From an optimization exercise on the open Yosys and OpenROAD flow, aimed at small area, a short achievable clock period and few clock cycles; shortcuts taken in it are not production practice. Function was checked by simulation only, so behaviour that the tests miss may differ from the original. No activity file was given, so power comes from the tool's default toggle rates.

// dcacheTop
module dcacheTop #(
	parameter int setBits = 3
) (
	input  logic        CLK,
	input  logic        nRST,
	input  logic        memRead,
	input  logic        memWrite,
	input  logic [31:0] memAddr,
	input  logic [31:0] memStore,
	input  logic        halt,
	output logic        hit,
	output logic [31:0] memLoad,
	output logic        flushed,
	output logic        ramRead,
	output logic        ramWrite,
	output logic [31:0] ramAddr,
	output logic [31:0] ramStore,
	input  logic [31:0] ramLoad,
	input  logic        ramWait
);
==> flow/config.mk <==
export PLATFORM = sky130hd
export DESIGN_NAME = dcacheTop
export DESIGN_NICKNAME = dcacheTop
export VERILOG_FILES = /design/flow/design.v
export SDC_FILE = /design/flow/constraint.sdc
export NUM_CORES = 4
export LEC_CHECK = 0
export CAP_MARGIN = 20
export CORE_MARGIN = 2
export CORE_UTILIZATION = 65
export CTS_BUF_LIST = sky130_fd_sc_hd__clkbuf_8
export CTS_CLUSTER_DIAMETER = 60
export CTS_CLUSTER_SIZE = 14
export PLACE_DENSITY = 0.8
export SETUP_SLACK_MARGIN = 5.0
export SLEW_MARGIN = 20
export TNS_END_PERCENT = 0
==> flow/constraint.sdc <==
create_clock -name core_clock -period 8.0 [get_ports {CLK}]
set_input_delay 1.6000 -clock core_clock [delete_from_list [all_inputs] [get_ports {CLK}]]
set_output_delay 1.6000 -clock core_clock [all_outputs]
set_load 0.01 [all_outputs]
standard.sh (not shown) runs the stock make flow with config.mk's settings and CLKGATE_MAP_FILE= SYNTH_SCRIPT=/design/flow/synth_recipe.tcl, a recipe that flattens the netlist after the stock synthesis.
==> flow/flow/run.sh <==
#!/bin/bash
# Standard layout, with two changes: timing repair may resize cells
# across footprints, and the port buffers start as buf_2 cells.
set -euo pipefail
bash standard.sh MATCH_CELL_FOOTPRINT=0 \
	"BUFFER_PORTS_ARGS=-buffer_cell sky130_fd_sc_hd__buf_2" \
	finish > flow_make.log 2>&1
Testbench counts at the start, summed over its fixed seeds: cycles 39,883.
Change:
==> flow/run.sh (new file) <==
#!/bin/bash
# synth_recipe.tcl (not shown) runs the flow's synth.tcl, then flattens the netlist and writes it again
# the make line also repeats each setting of config.mk as NAME=value (left out here)
make -C /OpenROAD-flow-scripts/flow DESIGN_CONFIG=/design/flow/config.mk WORK_HOME=/design/flow/orfs CLKGATE_MAP_FILE= SYNTH_SCRIPT=/design/flow/synth_recipe.tcl finish
--- a/flow/config.mk
+++ b/flow/config.mk
@@ -9,7 +9,4 @@
 export CORE_MARGIN = 2
-export CORE_UTILIZATION = 65
-export CTS_BUF_LIST = sky130_fd_sc_hd__clkbuf_8
-export CTS_CLUSTER_DIAMETER = 60
-export CTS_CLUSTER_SIZE = 14
-export PLACE_DENSITY = 0.8
+export CORE_UTILIZATION = 45
+export PLACE_DENSITY = 0.6
 export SETUP_SLACK_MARGIN = 5.0
removed: flow/flow/run.sh
removed: flow/standard.sh
Fmax is lower by a few percent; worst setup slack loses 0.15 ns; first-iteration DRC count came out lower by about a fifth; via count goes down slightly; total power rose by about a fifth; die area is higher by well over a third; wire length went up by a little under a tenth; core utilization drops by 19 points.
Change:
==> flow/flow/run.sh (new file) <==
#!/bin/bash
# Standard layout, with two changes: timing repair may resize cells
# across footprints, and the port buffers start as buf_4 cells.
set -euo pipefail
bash standard.sh MATCH_CELL_FOOTPRINT=0 \
	"BUFFER_PORTS_ARGS=-buffer_cell sky130_fd_sc_hd__buf_4" \
	finish > flow_make.log 2>&1
==> flow/standard.sh (new file) <==
#!/bin/bash
# synth_recipe.tcl (not shown) runs the flow's synth.tcl, then flattens the netlist and writes it again
# the make line also repeats each setting of config.mk as NAME=value (left out here)
make -C /OpenROAD-flow-scripts/flow DESIGN_CONFIG=/design/flow/config.mk WORK_HOME=/design/flow/orfs CLKGATE_MAP_FILE= SYNTH_SCRIPT=/design/flow/synth_recipe.tcl "${@:-finish}"
removed: flow/run.sh
Outcome: The changed run completed with no timing, DRC or antenna violations; combinational power came out lower by about 1%; hold slack gets better by 0.0031 ns; clock-buffer cell count came out higher by 11; total power came out lower by 2.5%; setup slack gets better by 0.17 ns; core utilization came out lower by 0.90 points; global-route usage came out lower by 0.10 points; synthesized cell count stays the same; maximum frequency came out higher by 4.6%; area after synthesis does not change.

## separate check: timing with driven ports
No port has a modelled driver above. Below, the same layouts with a new extraction and two added sets of constraints. Step 1, drivers: a clkbuf_16 drives CLK and a buf_2 each remaining input, both assumed. Step 2 times the ports against the registers' clock, not the clock port: input delays grow and output delays shrink by t, the midpoint of the rising clock arrivals with the driver on. Three values: ideal, step 1, step 2; two values: the first two.
| run | t (ns) | setup slack, ns | worst hold slack (ns) | clock arrival spread, ns |
|---|---|---|---|---|
| the first run | 0.955 | 4.309 / 4.205 / 3.250 | 0.507 / 0.507 / 0.507 | 0.047 / 0.048 |
| the second run | 0.884 | 4.162 / 4.171 / 3.287 | 0.490 / 0.490 / 0.490 | 0.078 / 0.078 |
| the third run | 0.873 | 4.332 / 4.304 / 3.431 | 0.493 / 0.493 / 0.493 | 0.040 / 0.039 |
After both steps setup and hold are still met in every run listed. The setup slack of the first run, which loses most, moves by -0.104 ns with the drivers and by -1.059 ns with both steps.
